What follows belongs to an exercise in optimizing a design on an open flow for small area, a short achievable clock period and few clock cycles per item; a production flow would make more cautious choices.
Function was checked by simulation only, so behaviour that the tests miss may differ from the original.
Power is estimated from default activity; no workload was simulated.

[flow/design.v]
`timescale 1ns/10ps
`default_nettype none
module idct_block (
    input  logic        CLOCK,
    input  logic        Resetn,
    input  logic        in_valid,
    input  logic [15:0] in_data,
    output logic        in_ready,
    output logic        out_valid,
    output logic [31:0] out_data,
    input  logic        out_ready
);
    logic [2:0]  ph;           
    logic [5:0]  wn;           
    logic        xv;           
    logic        pv;           
    logic        ldp;          
    logic [2:0]  ldk;          
    logic        sv;           
    logic [2:0]  sk;           
    logic        w_act;        
    logic        w_first;      
    logic        w_xfer;       
    logic [2:0]  w_k;          
    logic        sfull;        
    logic        obv;          
    logic [5:0]  ow;           
    logic        take;
    logic        out_load;
    logic        obe;
    logic        in_take;
    assign in_ready = (ph == wn[2:0]) && !((wn[2:0] == 3'd7) && sv);
    assign in_take  = in_valid && in_ready;
    assign out_load = obv && (ph - 3'd4 == ow[2:0]) && (!out_valid || out_ready);
    assign obe      = !obv || (out_load && (ow == 6'd63));
    always_ff @(posedge CLOCK or negedge Resetn) begin
        if (!Resetn) begin
            ph      <= 3'd7;
            wn      <= '0;
            xv      <= 1'b0;
            pv      <= 1'b0;
            ldp     <= 1'b0;
            ldk     <= '0;
            sv      <= 1'b0;
            sk      <= '0;
            w_act   <= 1'b0;
            w_first <= 1'b0;
            w_xfer  <= 1'b0;
            w_k     <= '0;
            sfull   <= 1'b0;
            obv     <= 1'b0;
            ow      <= '0;
            out_valid <= 1'b0;
        end else begin
            ph <= ph + 3'd1;
            if (in_take) wn <= wn + 6'd1;
            xv  <= in_take;
            pv  <= xv;
            ldp <= pv && (ph == 3'd1);
            if (pv && (ph == 3'd1)) ldk <= wn[5:3] - 3'd1;
            if (ldp) begin
                sv <= 1'b1;
                sk <= ldk;
            end
            if (ph == 3'd3) begin
                w_act   <= 1'b0;
                w_first <= 1'b0;
                w_xfer  <= 1'b0;
                w_k     <= sk;
                if (sv && (sk != 3'd0)) begin
                    w_act <= 1'b1;
                    sv    <= 1'b0;
                    if (sk == 3'd7) sfull <= 1'b1;
                end else if (sv && (!sfull || obe)) begin
                    w_act   <= 1'b1;
                    w_first <= 1'b1;
                    w_xfer  <= sfull;
                    sv      <= 1'b0;
                    sfull   <= 1'b0;
                end else if (sfull && obe) begin
                    w_xfer  <= 1'b1;
                    sfull   <= 1'b0;
                end
            end
            if (ph == 3'd3 && (sfull && obe) && (!sv || sk == 3'd0)) begin
                obv <= 1'b1;
                ow  <= '0;
            end else if (out_load) begin
                ow <= ow + 6'd1;
                if (ow == 6'd63) obv <= 1'b0;
            end
            if (out_load) out_valid <= 1'b1;
            else if (out_ready) out_valid <= 1'b0;
        end
    end
    logic signed [15:0] x_q;
    always_ff @(posedge CLOCK) x_q <= in_data;
    logic signed [25:0] m1_x;
    logic signed [25:0] m1_x3;
    logic signed [25:0] m1_x5;
    logic signed [25:0] m1_x7;
    logic signed [25:0] m1_x9;
    logic signed [25:0] m1_x15;
    logic signed [25:0] m1_x27;
    logic signed [25:0] m1_x25;
    logic signed [25:0] m1_x45;
    logic signed [25:0] m1_x49;
    logic signed [25:0] m1_x71;
    logic signed [25:0] m1_p502;
    logic signed [25:0] m1_p213;
    logic signed [25:0] m1_p473;
    logic signed [25:0] m1_p181;
    assign m1_x   = 26'($signed(x_q));
    assign m1_x3  = m1_x + (m1_x <<< 1);
    assign m1_x5  = m1_x + (m1_x <<< 2);
    assign m1_x7  = (m1_x <<< 3) - m1_x;
    assign m1_x9  = (m1_x <<< 3) + m1_x;
    assign m1_x15 = (m1_x <<< 4) - m1_x;
    assign m1_x27 = m1_x3 + (m1_x3 <<< 3);
    assign m1_x25 = m1_x5 + (m1_x5 <<< 2);
    assign m1_x45 = m1_x5 + (m1_x5 <<< 3);
    assign m1_x49 = (m1_x7 <<< 3) - m1_x7;
    assign m1_x71 = (m1_x9 <<< 3) - m1_x;
    assign m1_p502 = (m1_x <<< 9) - (m1_x5 <<< 1);
    assign m1_p213 = (m1_x27 <<< 3) - m1_x3;
    assign m1_p473 = (m1_x15 <<< 5) - m1_x7;
    assign m1_p181 = (m1_x45 <<< 2) + m1_x;
    logic [6:0][16:0] q1;
    logic [2:0] z1;
    always_ff @(posedge CLOCK) begin
        q1[0] <= 17'((m1_p181 <<< 1) >>> 8);
        q1[1] <= 17'(m1_p502 >>> 8);
        q1[2] <= 17'(m1_p473 >>> 8);
        q1[3] <= 17'((m1_p213 <<< 1) >>> 8);
        q1[4] <= 17'((m1_x71 <<< 2) >>> 8);
        q1[5] <= 17'((m1_x49 <<< 2) >>> 8);
        q1[6] <= 17'((m1_x25 <<< 2) >>> 8);
        z1[0] <= (x_q[7:0] == 8'd0);
        z1[1] <= (x_q[6:0] == 7'd0);
        z1[2] <= (x_q[5:0] == 6'd0);
    end
    logic [2:0] n1;
    assign n1 = ph - 3'd2;
    logic [7:0][19:0] tacc;
    logic [3:0][16:0] s1q;
    logic [3:0] s1z;
    logic [7:0] s1n;
    always_comb begin
        case (n1)
            3'd0: begin s1q[0] = q1[0]; s1z[0] = z1[1]; s1n[0] = 1'b0; s1n[7] = 1'b0; end
            3'd1: begin s1q[0] = q1[1]; s1z[0] = z1[1]; s1n[0] = 1'b0; s1n[7] = 1'b1; end
            3'd2: begin s1q[0] = q1[2]; s1z[0] = z1[0]; s1n[0] = 1'b0; s1n[7] = 1'b0; end
            3'd3: begin s1q[0] = q1[3]; s1z[0] = z1[1]; s1n[0] = 1'b0; s1n[7] = 1'b1; end
            3'd4: begin s1q[0] = q1[0]; s1z[0] = z1[1]; s1n[0] = 1'b0; s1n[7] = 1'b0; end
            3'd5: begin s1q[0] = q1[4]; s1z[0] = z1[2]; s1n[0] = 1'b0; s1n[7] = 1'b1; end
            3'd6: begin s1q[0] = q1[5]; s1z[0] = z1[2]; s1n[0] = 1'b0; s1n[7] = 1'b0; end
            3'd7: begin s1q[0] = q1[6]; s1z[0] = z1[2]; s1n[0] = 1'b0; s1n[7] = 1'b1; end
            default: begin s1q[0] = 'x; s1z[0] = 1'bx; s1n[0] = 1'bx; s1n[7] = 1'bx; end
        endcase
        case (n1)
            3'd0: begin s1q[1] = q1[0]; s1z[1] = z1[1]; s1n[1] = 1'b0; s1n[6] = 1'b0; end
            3'd1: begin s1q[1] = q1[3]; s1z[1] = z1[1]; s1n[1] = 1'b0; s1n[6] = 1'b1; end
            3'd2: begin s1q[1] = q1[5]; s1z[1] = z1[2]; s1n[1] = 1'b0; s1n[6] = 1'b0; end
            3'd3: begin s1q[1] = q1[6]; s1z[1] = z1[2]; s1n[1] = 1'b1; s1n[6] = 1'b0; end
            3'd4: begin s1q[1] = q1[0]; s1z[1] = z1[1]; s1n[1] = 1'b1; s1n[6] = 1'b1; end
            3'd5: begin s1q[1] = q1[1]; s1z[1] = z1[1]; s1n[1] = 1'b1; s1n[6] = 1'b0; end
            3'd6: begin s1q[1] = q1[2]; s1z[1] = z1[0]; s1n[1] = 1'b1; s1n[6] = 1'b1; end
            3'd7: begin s1q[1] = q1[4]; s1z[1] = z1[2]; s1n[1] = 1'b1; s1n[6] = 1'b0; end
            default: begin s1q[1] = 'x; s1z[1] = 1'bx; s1n[1] = 1'bx; s1n[6] = 1'bx; end
        endcase
        case (n1)
            3'd0: begin s1q[2] = q1[0]; s1z[2] = z1[1]; s1n[2] = 1'b0; s1n[5] = 1'b0; end
            3'd1: begin s1q[2] = q1[4]; s1z[2] = z1[2]; s1n[2] = 1'b0; s1n[5] = 1'b1; end
            3'd2: begin s1q[2] = q1[5]; s1z[2] = z1[2]; s1n[2] = 1'b1; s1n[5] = 1'b1; end
            3'd3: begin s1q[2] = q1[1]; s1z[2] = z1[1]; s1n[2] = 1'b1; s1n[5] = 1'b0; end
            3'd4: begin s1q[2] = q1[0]; s1z[2] = z1[1]; s1n[2] = 1'b1; s1n[5] = 1'b1; end
            3'd5: begin s1q[2] = q1[6]; s1z[2] = z1[2]; s1n[2] = 1'b0; s1n[5] = 1'b1; end
            3'd6: begin s1q[2] = q1[2]; s1z[2] = z1[0]; s1n[2] = 1'b0; s1n[5] = 1'b0; end
            3'd7: begin s1q[2] = q1[3]; s1z[2] = z1[1]; s1n[2] = 1'b0; s1n[5] = 1'b1; end
            default: begin s1q[2] = 'x; s1z[2] = 1'bx; s1n[2] = 1'bx; s1n[5] = 1'bx; end
        endcase
        case (n1)
            3'd0: begin s1q[3] = q1[0]; s1z[3] = z1[1]; s1n[3] = 1'b0; s1n[4] = 1'b0; end
            3'd1: begin s1q[3] = q1[6]; s1z[3] = z1[2]; s1n[3] = 1'b0; s1n[4] = 1'b1; end
            3'd2: begin s1q[3] = q1[2]; s1z[3] = z1[0]; s1n[3] = 1'b1; s1n[4] = 1'b1; end
            3'd3: begin s1q[3] = q1[4]; s1z[3] = z1[2]; s1n[3] = 1'b1; s1n[4] = 1'b0; end
            3'd4: begin s1q[3] = q1[0]; s1z[3] = z1[1]; s1n[3] = 1'b0; s1n[4] = 1'b0; end
            3'd5: begin s1q[3] = q1[3]; s1z[3] = z1[1]; s1n[3] = 1'b0; s1n[4] = 1'b1; end
            3'd6: begin s1q[3] = q1[5]; s1z[3] = z1[2]; s1n[3] = 1'b1; s1n[4] = 1'b1; end
            3'd7: begin s1q[3] = q1[1]; s1z[3] = z1[1]; s1n[3] = 1'b1; s1n[4] = 1'b0; end
            default: begin s1q[3] = 'x; s1z[3] = 1'bx; s1n[3] = 1'bx; s1n[4] = 1'bx; end
        endcase
    end
    always_ff @(posedge CLOCK) begin
        if (pv) begin
            tacc[0] <= ((n1 == 3'd0) ? 20'd0 : tacc[0]) + ({{3{s1q[0][16]}}, s1q[0]} ^ {20{s1n[0]}}) + {19'd0, s1n[0] & s1z[0]};
            tacc[1] <= ((n1 == 3'd0) ? 20'd0 : tacc[1]) + ({{3{s1q[1][16]}}, s1q[1]} ^ {20{s1n[1]}}) + {19'd0, s1n[1] & s1z[1]};
            tacc[2] <= ((n1 == 3'd0) ? 20'd0 : tacc[2]) + ({{3{s1q[2][16]}}, s1q[2]} ^ {20{s1n[2]}}) + {19'd0, s1n[2] & s1z[2]};
            tacc[3] <= ((n1 == 3'd0) ? 20'd0 : tacc[3]) + ({{3{s1q[3][16]}}, s1q[3]} ^ {20{s1n[3]}}) + {19'd0, s1n[3] & s1z[3]};
            tacc[4] <= ((n1 == 3'd0) ? 20'd0 : tacc[4]) + ({{3{s1q[3][16]}}, s1q[3]} ^ {20{s1n[4]}}) + {19'd0, s1n[4] & s1z[3]};
            tacc[5] <= ((n1 == 3'd0) ? 20'd0 : tacc[5]) + ({{3{s1q[2][16]}}, s1q[2]} ^ {20{s1n[5]}}) + {19'd0, s1n[5] & s1z[2]};
            tacc[6] <= ((n1 == 3'd0) ? 20'd0 : tacc[6]) + ({{3{s1q[1][16]}}, s1q[1]} ^ {20{s1n[6]}}) + {19'd0, s1n[6] & s1z[1]};
            tacc[7] <= ((n1 == 3'd0) ? 20'd0 : tacc[7]) + ({{3{s1q[0][16]}}, s1q[0]} ^ {20{s1n[7]}}) + {19'd0, s1n[7] & s1z[0]};
        end
    end
    logic [7:0][19:0] stg;
    always_ff @(posedge CLOCK) begin
        for (int j = 0; j < 7; j++) stg[j] <= ldp ? tacc[j] : stg[j+1];
        stg[7] <= ldp ? tacc[7] : stg[0];
    end
    logic signed [29:0] m2_x;
    logic signed [29:0] m2_x3;
    logic signed [29:0] m2_x5;
    logic signed [29:0] m2_x7;
    logic signed [29:0] m2_x9;
    logic signed [29:0] m2_x15;
    logic signed [29:0] m2_x27;
    logic signed [29:0] m2_x25;
    logic signed [29:0] m2_x45;
    logic signed [29:0] m2_x49;
    logic signed [29:0] m2_x71;
    logic signed [29:0] m2_p502;
    logic signed [29:0] m2_p213;
    logic signed [29:0] m2_p473;
    logic signed [29:0] m2_p181;
    assign m2_x   = 30'($signed(stg[0]));
    assign m2_x3  = m2_x + (m2_x <<< 1);
    assign m2_x5  = m2_x + (m2_x <<< 2);
    assign m2_x7  = (m2_x <<< 3) - m2_x;
    assign m2_x9  = (m2_x <<< 3) + m2_x;
    assign m2_x15 = (m2_x <<< 4) - m2_x;
    assign m2_x27 = m2_x3 + (m2_x3 <<< 3);
    assign m2_x25 = m2_x5 + (m2_x5 <<< 2);
    assign m2_x45 = m2_x5 + (m2_x5 <<< 3);
    assign m2_x49 = (m2_x7 <<< 3) - m2_x7;
    assign m2_x71 = (m2_x9 <<< 3) - m2_x;
    assign m2_p502 = (m2_x <<< 9) - (m2_x5 <<< 1);
    assign m2_p213 = (m2_x27 <<< 3) - m2_x3;
    assign m2_p473 = (m2_x15 <<< 5) - m2_x7;
    assign m2_p181 = (m2_x45 <<< 2) + m2_x;
    logic [6:0][20:0] q2;
    logic [2:0] z2;
    always_ff @(posedge CLOCK) begin
        q2[0] <= 21'((m2_p181 <<< 1) >>> 8);
        q2[1] <= 21'(m2_p502 >>> 8);
        q2[2] <= 21'(m2_p473 >>> 8);
        q2[3] <= 21'((m2_p213 <<< 1) >>> 8);
        q2[4] <= 21'((m2_x71 <<< 2) >>> 8);
        q2[5] <= 21'((m2_x49 <<< 2) >>> 8);
        q2[6] <= 21'((m2_x25 <<< 2) >>> 8);
        z2[0] <= (stg[0][7:0] == 8'd0);
        z2[1] <= (stg[0][6:0] == 7'd0);
        z2[2] <= (stg[0][5:0] == 6'd0);
    end
    logic [3:0][20:0] s2q;
    logic [3:0] s2z;
    logic [7:0] s2n;
    always_comb begin
        case (w_k)
            3'd0: begin s2q[0] = q2[0]; s2z[0] = z2[1]; s2n[0] = 1'b0; s2n[7] = 1'b0; end
            3'd1: begin s2q[0] = q2[1]; s2z[0] = z2[1]; s2n[0] = 1'b0; s2n[7] = 1'b1; end
            3'd2: begin s2q[0] = q2[2]; s2z[0] = z2[0]; s2n[0] = 1'b0; s2n[7] = 1'b0; end
            3'd3: begin s2q[0] = q2[3]; s2z[0] = z2[1]; s2n[0] = 1'b0; s2n[7] = 1'b1; end
            3'd4: begin s2q[0] = q2[0]; s2z[0] = z2[1]; s2n[0] = 1'b0; s2n[7] = 1'b0; end
            3'd5: begin s2q[0] = q2[4]; s2z[0] = z2[2]; s2n[0] = 1'b0; s2n[7] = 1'b1; end
            3'd6: begin s2q[0] = q2[5]; s2z[0] = z2[2]; s2n[0] = 1'b0; s2n[7] = 1'b0; end
            3'd7: begin s2q[0] = q2[6]; s2z[0] = z2[2]; s2n[0] = 1'b0; s2n[7] = 1'b1; end
            default: begin s2q[0] = 'x; s2z[0] = 1'bx; s2n[0] = 1'bx; s2n[7] = 1'bx; end
        endcase
        case (w_k)
            3'd0: begin s2q[1] = q2[0]; s2z[1] = z2[1]; s2n[1] = 1'b0; s2n[6] = 1'b0; end
            3'd1: begin s2q[1] = q2[3]; s2z[1] = z2[1]; s2n[1] = 1'b0; s2n[6] = 1'b1; end
            3'd2: begin s2q[1] = q2[5]; s2z[1] = z2[2]; s2n[1] = 1'b0; s2n[6] = 1'b0; end
            3'd3: begin s2q[1] = q2[6]; s2z[1] = z2[2]; s2n[1] = 1'b1; s2n[6] = 1'b0; end
            3'd4: begin s2q[1] = q2[0]; s2z[1] = z2[1]; s2n[1] = 1'b1; s2n[6] = 1'b1; end
            3'd5: begin s2q[1] = q2[1]; s2z[1] = z2[1]; s2n[1] = 1'b1; s2n[6] = 1'b0; end
            3'd6: begin s2q[1] = q2[2]; s2z[1] = z2[0]; s2n[1] = 1'b1; s2n[6] = 1'b1; end
            3'd7: begin s2q[1] = q2[4]; s2z[1] = z2[2]; s2n[1] = 1'b1; s2n[6] = 1'b0; end
            default: begin s2q[1] = 'x; s2z[1] = 1'bx; s2n[1] = 1'bx; s2n[6] = 1'bx; end
        endcase
        case (w_k)
            3'd0: begin s2q[2] = q2[0]; s2z[2] = z2[1]; s2n[2] = 1'b0; s2n[5] = 1'b0; end
            3'd1: begin s2q[2] = q2[4]; s2z[2] = z2[2]; s2n[2] = 1'b0; s2n[5] = 1'b1; end
            3'd2: begin s2q[2] = q2[5]; s2z[2] = z2[2]; s2n[2] = 1'b1; s2n[5] = 1'b1; end
            3'd3: begin s2q[2] = q2[1]; s2z[2] = z2[1]; s2n[2] = 1'b1; s2n[5] = 1'b0; end
            3'd4: begin s2q[2] = q2[0]; s2z[2] = z2[1]; s2n[2] = 1'b1; s2n[5] = 1'b1; end
            3'd5: begin s2q[2] = q2[6]; s2z[2] = z2[2]; s2n[2] = 1'b0; s2n[5] = 1'b1; end
            3'd6: begin s2q[2] = q2[2]; s2z[2] = z2[0]; s2n[2] = 1'b0; s2n[5] = 1'b0; end
            3'd7: begin s2q[2] = q2[3]; s2z[2] = z2[1]; s2n[2] = 1'b0; s2n[5] = 1'b1; end
            default: begin s2q[2] = 'x; s2z[2] = 1'bx; s2n[2] = 1'bx; s2n[5] = 1'bx; end
        endcase
        case (w_k)
            3'd0: begin s2q[3] = q2[0]; s2z[3] = z2[1]; s2n[3] = 1'b0; s2n[4] = 1'b0; end
            3'd1: begin s2q[3] = q2[6]; s2z[3] = z2[2]; s2n[3] = 1'b0; s2n[4] = 1'b1; end
            3'd2: begin s2q[3] = q2[2]; s2z[3] = z2[0]; s2n[3] = 1'b1; s2n[4] = 1'b1; end
            3'd3: begin s2q[3] = q2[4]; s2z[3] = z2[2]; s2n[3] = 1'b1; s2n[4] = 1'b0; end
            3'd4: begin s2q[3] = q2[0]; s2z[3] = z2[1]; s2n[3] = 1'b0; s2n[4] = 1'b0; end
            3'd5: begin s2q[3] = q2[3]; s2z[3] = z2[1]; s2n[3] = 1'b0; s2n[4] = 1'b1; end
            3'd6: begin s2q[3] = q2[5]; s2z[3] = z2[2]; s2n[3] = 1'b1; s2n[4] = 1'b1; end
            3'd7: begin s2q[3] = q2[1]; s2z[3] = z2[1]; s2n[3] = 1'b1; s2n[4] = 1'b0; end
            default: begin s2q[3] = 'x; s2z[3] = 1'bx; s2n[3] = 1'bx; s2n[4] = 1'bx; end
        endcase
    end
    logic [7:0][7:0][22:0] sr;    
    logic [7:0][7:0][22:0] ob;    
    always_ff @(posedge CLOCK) begin
        for (int r = 0; r < 8; r++) begin
            for (int j = 0; j < 7; j++) begin
                sr[r][j] <= sr[r][j+1];
                ob[r][j] <= ob[r][j+1];
            end
            ob[r][7] <= w_xfer ? sr[r][0] : ob[r][0];
        end
        sr[0][7] <= ((w_act && w_first) ? 23'd0 : sr[0][0]) + (w_act ? (({{2{s2q[0][20]}}, s2q[0]} ^ {23{s2n[0]}}) + {22'd0, s2n[0] & s2z[0]}) : 23'd0);
        sr[1][7] <= ((w_act && w_first) ? 23'd0 : sr[1][0]) + (w_act ? (({{2{s2q[1][20]}}, s2q[1]} ^ {23{s2n[1]}}) + {22'd0, s2n[1] & s2z[1]}) : 23'd0);
        sr[2][7] <= ((w_act && w_first) ? 23'd0 : sr[2][0]) + (w_act ? (({{2{s2q[2][20]}}, s2q[2]} ^ {23{s2n[2]}}) + {22'd0, s2n[2] & s2z[2]}) : 23'd0);
        sr[3][7] <= ((w_act && w_first) ? 23'd0 : sr[3][0]) + (w_act ? (({{2{s2q[3][20]}}, s2q[3]} ^ {23{s2n[3]}}) + {22'd0, s2n[3] & s2z[3]}) : 23'd0);
        sr[4][7] <= ((w_act && w_first) ? 23'd0 : sr[4][0]) + (w_act ? (({{2{s2q[3][20]}}, s2q[3]} ^ {23{s2n[4]}}) + {22'd0, s2n[4] & s2z[3]}) : 23'd0);
        sr[5][7] <= ((w_act && w_first) ? 23'd0 : sr[5][0]) + (w_act ? (({{2{s2q[2][20]}}, s2q[2]} ^ {23{s2n[5]}}) + {22'd0, s2n[5] & s2z[2]}) : 23'd0);
        sr[6][7] <= ((w_act && w_first) ? 23'd0 : sr[6][0]) + (w_act ? (({{2{s2q[1][20]}}, s2q[1]} ^ {23{s2n[6]}}) + {22'd0, s2n[6] & s2z[1]}) : 23'd0);
        sr[7][7] <= ((w_act && w_first) ? 23'd0 : sr[7][0]) + (w_act ? (({{2{s2q[0][20]}}, s2q[0]} ^ {23{s2n[7]}}) + {22'd0, s2n[7] & s2z[0]}) : 23'd0);
    end
    logic [22:0] o_q;
    always_ff @(posedge CLOCK) begin
        if (out_load) o_q <= w_xfer ? sr[0][0] : ob[ow[5:3]][0];
    end
    assign out_data = {{9{o_q[22]}}, o_q};
endmodule
`default_nettype wire
[flow/run.sh]
#!/bin/bash
# synth_recipe.tcl (not shown) runs the flow's synth.tcl, then flattens the netlist and writes it again
# the make line also repeats each setting of config.mk as NAME=value (left out here)
make -C /OpenROAD-flow-scripts/flow DESIGN_CONFIG=/design/flow/config.mk WORK_HOME=/design/flow/orfs CLKGATE_MAP_FILE= SYNTH_SCRIPT=/design/flow/synth_recipe.tcl finish
[flow/config.mk]
export PLATFORM = sky130hd
export DESIGN_NAME = idct_block
export DESIGN_NICKNAME = idct_block
export VERILOG_FILES = /design/flow/design.v
export SDC_FILE = /design/flow/constraint.sdc
export NUM_CORES = 4
export LEC_CHECK = 0
export CAP_MARGIN = 20
export CORE_MARGIN = 2
export CORE_UTILIZATION = 35
export PLACE_DENSITY_LB_ADDON = 0.2
export SLEW_MARGIN = 20
[flow/constraint.sdc]
create_clock -name core_clock -period 10.0 [get_ports {CLOCK}]
set_input_delay 2.0000 -clock core_clock [delete_from_list [all_inputs] [get_ports {CLOCK}]]
set_output_delay 2.0000 -clock core_clock [all_outputs]
set_load 0.01 [all_outputs]
==> run notes <==
==> kinds of logic after synthesis <==
logic type | Yosys count | share of synthesized area
xor+xnor | 1082 | 0.0715
mux | 512 | 0.0487
simple gates | 2746 | 0.100
buf+inv | 776 | 0.0241
compound gates | 2312 | 0.112
fa+ha+maj | 891 | 0.0857
flops | 3607 | 0.558
==> layer usage <==
metal	wire length [um]	up-vias	GRT usage
met3	14900	584	0.0249
met1	172000	41114	0.251
li1	-	41702	-
met5	9	-	0
met2	174000	1916	0.317
met4	16600	2	0.0804
==> cell usage in the layout (no fill, tap or decap), drive strengths merged, types with 132 or more instances in the layout <==
master  netlist  layout
nand2       810     810
and2        380     380
xor2        373     373
nand2b      132     132
ha          856     856
o21ai       542     542
nand3       162     162
edfxtp      183     183
dfxtp      3390    3390
nor2        664     664
xnor2       707     707
mux2        319     319
clkbuf      209     497
a21o        248     248
inv         454     474
a21oi       670     670
nor3        178     178
==> worst max path at each step <==
stage | slack, ns | depth (start not counted) | to | start
after global placement | 2.55 | 19 | sr[1470]$_DFF_P_ | w_k[2]$_DFFE_PN0N_
after floorplan | 3.83 | 33 | sr[1287]$_DFF_P_ | w_k[1]$_DFFE_PN0N_
final | 2.19 | 19 | sr[1470]$_DFF_P_ | w_k[2]$_DFFE_PN0N_
after detailed placement | 2.49 | 19 | sr[1470]$_DFF_P_ | w_k[2]$_DFFE_PN0N_
after CTS | 2.44 | 19 | sr[1470]$_DFF_P_ | w_k[2]$_DFFE_PN0N_
after global routing | 1.99 | 19 | sr[1470]$_DFF_P_ | w_k[2]$_DFFE_PN0N_
==> registers in the layout, indices dropped and copies added, names as in the netlist, 3 cells and up <==
name and count:
ob 1472, ldk 3, ph 3, wn 6
tacc 160, o_q 23, z2 3, w_k 3
q2 146, sr 1472, stg 160, q1 118
sk 3, z1 3, ow 6, x_q 16
==> critical path, cell delays in order (launching register included) <==
cell and delay (ns):
dfrtp_4 0.87, buf_12 0.53, nand2b_1 0.48, o221ai_1 0.38
o21ai_0 0.15, nand2_1 0.12, ha_1 0.29, ha_1 0.21
and2_0 0.31, nand4_1 0.53, or3_1 0.51, a21oi_1 0.24
ha_1 0.36, a21oi_1 0.55, a31oi_2 0.29, a221oi_1 0.97
a21oi_1 0.25, a21o_1 0.24, a21oi_1 0.18, xnor2_1 0.13
==> final cells by class <==
cell class	count	area, sq um
tap	5016	6280
antenna	22	55.1
timing repair buffer	175	1500
clock buffer	497	10200
inverter	455	1710
clock inverter	153	2000
sequential	3607	74200
fill	36044	227000
multi-input combinational	7543	55700
==> cell usage after synthesis, types with 132 or more instances <==
cell type     n  area share
nor3_1      176      0.0066
a21o_1      248       0.014
nand2_1     808       0.023
clkbuf_1    209      0.0059
nor2_1      663       0.019
xor2_1      373       0.025
mux2_2      314       0.027
and2_1      379       0.018
dfxtp_1    3390        0.51
nand3_1     160      0.0060
ha_1        856       0.081
o21ai_0     530       0.020
a21oi_1     668       0.025
nand2b_1    132      0.0062
inv_1       450       0.013
xnor2_1     706       0.047
edfxtp_1    183       0.041
==> power groups by stage <==
stage / Combinational (mW) / Clock, mW / Sequential (mW)
6_report: 19.9 / 13.6 / 16.7
2_1_floorplan: 13.7 / 0 / 16.5
3_5_place_dp: 19.7 / 0 / 17.0
3_3_place_gp: 19.5 / 0 / 17.0
5_1_grt: 21.7 / 14.6 / 16.7
4_1_cts: 19.9 / 14.0 / 16.7
==> out/summary.txt <==
Clock transition at the registers of the reported paths: 0.06 ns
Detailed-route via count: 85,318
Initial core utilization: 0.351
Non-Filler Instances: 17,468
Clock Tree Buf Depth: 4
Crit Reg-Reg Startpoint: w_k[2]$_DFFE_PN0N_
Synth Flop Type: dfxtp_1
Crit path DAT: 8.65 ns
Worst-margin pin slew: 1.23 ns
Worst Setup Start Kind: flip-flop
Final Net Count: 13,047
Initial DRC count: 5,385
Syn nets: 12,835
Layout cells sized above 1: 0.0990
Asr flop ratio synth: 0.00943
Pre-CTS WS: 2.49 ns
NetSw: 18.7 mW
Worst hold start: ob[707]$_DFF_P_
FF-to-FF End: sr[1470]$_DFF_P_
Synthesized area: 133,000 sq um
Gr usage total: 0.192
First-pass GRT wire length: 551,000 um
Post-route clock period utilization: 0.781
Max-slew headroom: 0.175
DIE WIDTH: 620 um
Initial antenna violation count: 22
# DRC: 0
Worst-path maximum fanout: 113
Sum of negative setup slack: 0 ns
Worst Reg-to-Reg Cells: 19
HPWL Detailed: 289,000 um
Total gr overflow: 0
CTS tree: yes
MaxCap Viol Count: 0
Pins Over Slew Limit: 0
RSZ-0062 raised after global routing: no
I/O pin total: 54
Total CTS buffers: 356
Post-Synthesis Cells: 11,926
Critical path required time: 10.84 ns
Hold buffers post-CTS: 0
H-tree depth: 5
Final min period: 7.81 ns
Sequential area share after synthesis: 0.558
Sw frac: 0.373
Finished Cell Area: 152,000 sq um
Final ANT Viol Nets: 0
Vias in the first global route: 83,400
Fmax: 128 MHz
Cell variety after synth: 117
Routability Congestion: 0.913
#FFs+latches synth: 3,607
DIE HEIGHT: 620 um
Pint: 31.5 mW
Row count: 226
Die area: 385,000 sq um
Routed len/inst: 21.6 um
Post-synth EDFFs: 183
Worst Setup End Kind: flip-flop
Final setup fails: 0
Clk Tree Root Cell: clkbuf_16
Core box area: 379,000 sq um
Outcome: complete, no violations
P per Cell Area: 331 nW/um^2
Clock Power Share: 0.272
Crit path kind: flip-flop to flip-flop
Fin util: 0.401
Area grow syn2layout: 14.1%
Yosys warns: 1
Clk Latency, worst-skew pair: 1.00 ns
Clk_skew: 0.109 ns
Hold EP: ob[684]$_DFF_P_
Fin Hold WS: 0.258 ns
Vias per Instance: 4.88
R2r setup slk: 2.19 ns
Reg power frac: 0.332
Post-DP Area: 139,000 sq um
DRT Wirelength: 378,000 um
CTS resizes: 0
Final worst setup slack: 2.19 ns
Max rail drop VDD: 0.456 mV
DR pass1 iterations: 6
Leakage power: 63.9 nW
HP Class: flip-flop to flip-flop
Combinational fraction of design power: 0.396
Post-CTS setup buffer count: 0
Cell total after placement: 16,796
Clock sink count: 3,607
Mean Syn Cell Area: 11.1 sq um
Final Hold Vio Count: 0
Number of port buffers: 53
WHS Path Cells: 0
Largest net degree at the start of global routing: 114
Total power draw: 50.2 mW
Testbench counts, summed over its fixed seeds: cycles 6,760, blocks 96.

## separate check: timing with driven ports
The flow's constraints put no driver on any port. The routed layout listed below was extracted and timed again, unchanged, in two steps. Step 1 assumes that a clkbuf_16 drives the clock port and a buf_2 every other input. Step 2 adds t to the input delays and takes it off the output delays; t is the mean of the earliest and latest rising clock arrival at the registers after step 1. Input paths then give back, and output paths get back, about the clock's delay inside the block. a / b / c = ideal ports / drivers / drivers and shift; a / b = the first two.
t, ns: 1.048
setup WS [ns]: 2.186 / 2.186 / 2.186
worst setup path at the end: register to register
slew at the worst register clock pin (ns): 0.07 / 0.07
worst data-port slew with drivers (ns): 0.12
After both steps this run still meets setup and hold. The setup slack of this run moves by 0.000 ns with the drivers and by 0.000 ns with both steps.
